What follows belongs to an exercise in optimizing a design on an open flow for small area and a short achievable clock period; a production flow would make more cautious choices.
The RTL was checked by simulation tests, not by an equivalence proof against the original design.
Power is estimated from default activity; no workload was simulated.

## build 65
==> flow/design.v (excerpt) <==
module periph_top (
  input  logic                            clk_i,
  input  logic                            ndmreset_n,
  input  logic                            req_i,
  input  logic                            we_i,
  input  logic [31:0]                     addr_i,
  input  logic [3:0]                      be_i,
  input  logic [31:0]                     wdata_i,
  output logic [31:0]                     rdata_o,
  input  logic [32-1:0]  irq_sources_i,
  output logic                            timer_irq_o,
  output logic                            ipi_o,
  output logic [2-1:0]  eip_o
);
==> flow/config.mk <==
export PLATFORM = sky130hd
export DESIGN_NAME = periph_top
export DESIGN_NICKNAME = periph_top
export VERILOG_FILES = /design/flow/design.v
export SDC_FILE = /design/flow/constraint.sdc
export NUM_CORES = 4
export LEC_CHECK = 0
export ABC_AREA = 1
export CAP_MARGIN = 20
export CORE_MARGIN = 2
export CORE_UTILIZATION = 55
export PLACE_DENSITY = 0.65
export SLEW_MARGIN = 20
export SYNTH_HIERARCHICAL = 1
export SYNTH_MINIMUM_KEEP_SIZE = 0
==> flow/constraint.sdc <==
create_clock -name core_clock -period 60.0 [get_ports {clk_i}]
set_input_delay 12.0000 -clock core_clock [delete_from_list [all_inputs] [get_ports {clk_i}]]
set_output_delay 12.0000 -clock core_clock [all_outputs]
set_load 0.01 [all_outputs]
standard.sh (not shown) runs the stock make flow with config.mk's settings and CLKGATE_MAP_FILE= SYNTH_SCRIPT=/design/flow/synth_recipe.tcl, a recipe that flattens the netlist after the stock synthesis.
==> flow/flow/run.sh <==
#!/bin/bash
# The standard layout (standard.sh, unchanged synthesis and steps), with settings
# passed through the environment:
#  - port buffers are buf_2 cells instead of the default delay-buffer choice;
#  - timing repair (floorplan, CTS, global route) aims for a setup slack of
#    SETUP_SLACK_MARGIN ns at the design's own clock and constraints;
#  - clock tree: clkbuf_16 only, larger sink clusters, no dummy loads.
set -euo pipefail
export BUFFER_PORTS_ARGS="-buffer_cell sky130_fd_sc_hd__buf_2"
export SETUP_SLACK_MARGIN=44.5
export CTS_ARGS="-sink_clustering_enable -repair_clock_nets -buf_list sky130_fd_sc_hd__clkbuf_16 -sink_clustering_size 24 -sink_clustering_max_diameter 60 -dont_use_dummy_load"
bash standard.sh > standard.log 2>&1
The flow did not stop early for build 65: all stages ran, and the layout cleared the timing, design-rule and antenna checks.
What build 59 does differently from build 65 at the input level:
diff --git a/flow/flow/run.sh b/flow/flow/run.sh
--- a/flow/flow/run.sh
+++ b/flow/flow/run.sh
@@ -8,5 +8,5 @@
 set -euo pipefail
 export BUFFER_PORTS_ARGS="-buffer_cell sky130_fd_sc_hd__buf_2"
-export SETUP_SLACK_MARGIN=44.5
-export CTS_ARGS="-sink_clustering_enable -repair_clock_nets -buf_list sky130_fd_sc_hd__clkbuf_16 -sink_clustering_size 24 -sink_clustering_max_diameter 60 -dont_use_dummy_load"
+export SETUP_SLACK_MARGIN=45.2
+export CTS_ARGS="-sink_clustering_enable -repair_clock_nets -buf_list sky130_fd_sc_hd__clkbuf_16 -sink_clustering_size 28 -sink_clustering_max_diameter 70 -dont_use_dummy_load"
 bash standard.sh > standard.log 2>&1
Findings:
Changes observed in build 59 relative to build 65: power density over cell area went down by 0.64 nW/um^2; area overhead of the layout relative to synthesis went up 1.7 points; final net count now sits higher; fraction of the core area covered by cells at the end of the flow increased by 0.94 points relative to the old numbers. Compared build 65 against build 59; first-pass GRT wire length within noise. Total internal power (build 59 vs. build 65) decreases by a few percent. Build 65 → build 59: cell area saw an increase, worst-case setup margin in the final layout saw an increase.
> inputs changed (build 59 -> build 20)
Settings: an added CTS_BUF_LIST of sky130_fd_sc_hd__clkbuf_16; an added CTS_CLUSTER_SIZE of 24; a deleted SYNTH_MINIMUM_KEEP_SIZE that had been 0; an added CTS_CLUSTER_DIAMETER of 60; a deleted SYNTH_HIERARCHICAL that had been 1.
==> flow/flow/run.sh <==
#!/bin/bash
# The standard layout (standard.sh, unchanged synthesis and steps), with two settings
# passed through the environment:
#  - port buffers are buf_2 cells instead of the default delay-buffer choice;
#  - timing repair (floorplan, CTS, global route) aims for a setup slack of
#    SETUP_SLACK_MARGIN ns at the design's own clock and constraints.
set -euo pipefail
export BUFFER_PORTS_ARGS="-buffer_cell sky130_fd_sc_hd__buf_2"
export SETUP_SLACK_MARGIN=44.5
bash standard.sh > standard.log 2>&1
--- outcome ---
Compare build 59 and build 20 | clock network fraction of design power lower: build 59. Build 59 and build 20 ended up with nearly the same adder and majority cell fraction of the synthesized area. Where worst setup slack is concerned, build 59 is better than build 20. Hold slack of build 20 is on par with build 59. | register cell area after layout | build 59 vs build 20 | ≈ equal |. Delta (build 20 minus build 59): met1 track utilization from global routing +3.2 points; area of the die decreased about 1.1%.
Here is what was changed in the inputs of build 57 compared with build 20.
Settings: CTS_BUF_LIST no longer set, was sky130_fd_sc_hd__clkbuf_16; CTS_CLUSTER_DIAMETER no longer set, was 60; SYNTH_MINIMUM_KEEP_SIZE now 0, previously not set; SYNTH_HIERARCHICAL now 1, previously not set; CTS_CLUSTER_SIZE no longer set, was 24.
==> flow/flow/run.sh <==
#!/bin/bash
# The standard layout (standard.sh, unchanged synthesis and steps), with settings
# passed through the environment:
#  - port buffers are buf_2 cells instead of the default delay-buffer choice;
#  - timing repair (floorplan, CTS, global route) aims for a setup slack of
#    SETUP_SLACK_MARGIN ns at the design's own clock and constraints;
#  - clock tree: clkbuf_16 only, larger sink clusters, no dummy loads.
set -euo pipefail
export BUFFER_PORTS_ARGS="-buffer_cell sky130_fd_sc_hd__buf_2"
export SETUP_SLACK_MARGIN=45.2
export CTS_ARGS="-sink_clustering_enable -repair_clock_nets -buf_list sky130_fd_sc_hd__clkbuf_16 -sink_clustering_size 24 -sink_clustering_max_diameter 60 -dont_use_dummy_load"
bash standard.sh > standard.log 2>&1
Findings:
- There was hardly any difference in worst hold slack between build 20 and build 57.
- Build 57 consumes less power than build 20 does.
- Build 57 ended up with en0_q[15] as its destination of the critical timing path; build 20 ended up with eip_o[0].
- On share of the final layout cell area in sequential cells, build 57 and build 20 are neck and neck.

separate check: timing with driven ports:
In the flow no input, the clock included, has a driving cell. The finished layouts below were timed again as built, in two steps.
Step 1 (the two cells are an assumption about what drives the block):
set clk [get_ports {clk_i}]
set_driving_cell -lib_cell sky130_fd_sc_hd__clkbuf_16 $clk
set_driving_cell -lib_cell sky130_fd_sc_hd__buf_2 [delete_from_list [all_inputs] $clk]
Step 2 moves the port delays by t, midway between the first and last clock arrival at a register: inputs arrive t later, outputs are due t later. That takes back most of the time a late clock gives input paths.
a / b / c = no drivers / after step 1 / after step 2; a / b = the first two.
run | t, ns | setup WS [ns] | slew at the worst register clock pin (ns)
build 65 | 0.663 | 44.627 / 44.562 / 44.108 | 0.09 / 0.09
build 59 | 0.653 | 45.019 / 44.956 / 44.628 | 0.10 / 0.10
build 20 | 0.683 | 44.222 / 44.160 / 44.030 | 0.10 / 0.10
build 57 | 0.667 | 45.034 / 45.067 / 44.405 | 0.10 / 0.10
After both steps setup and hold are still met in every run listed. The setup slack of build 57, which loses most, moves by +0.033 ns with the drivers and by -0.629 ns with both steps.
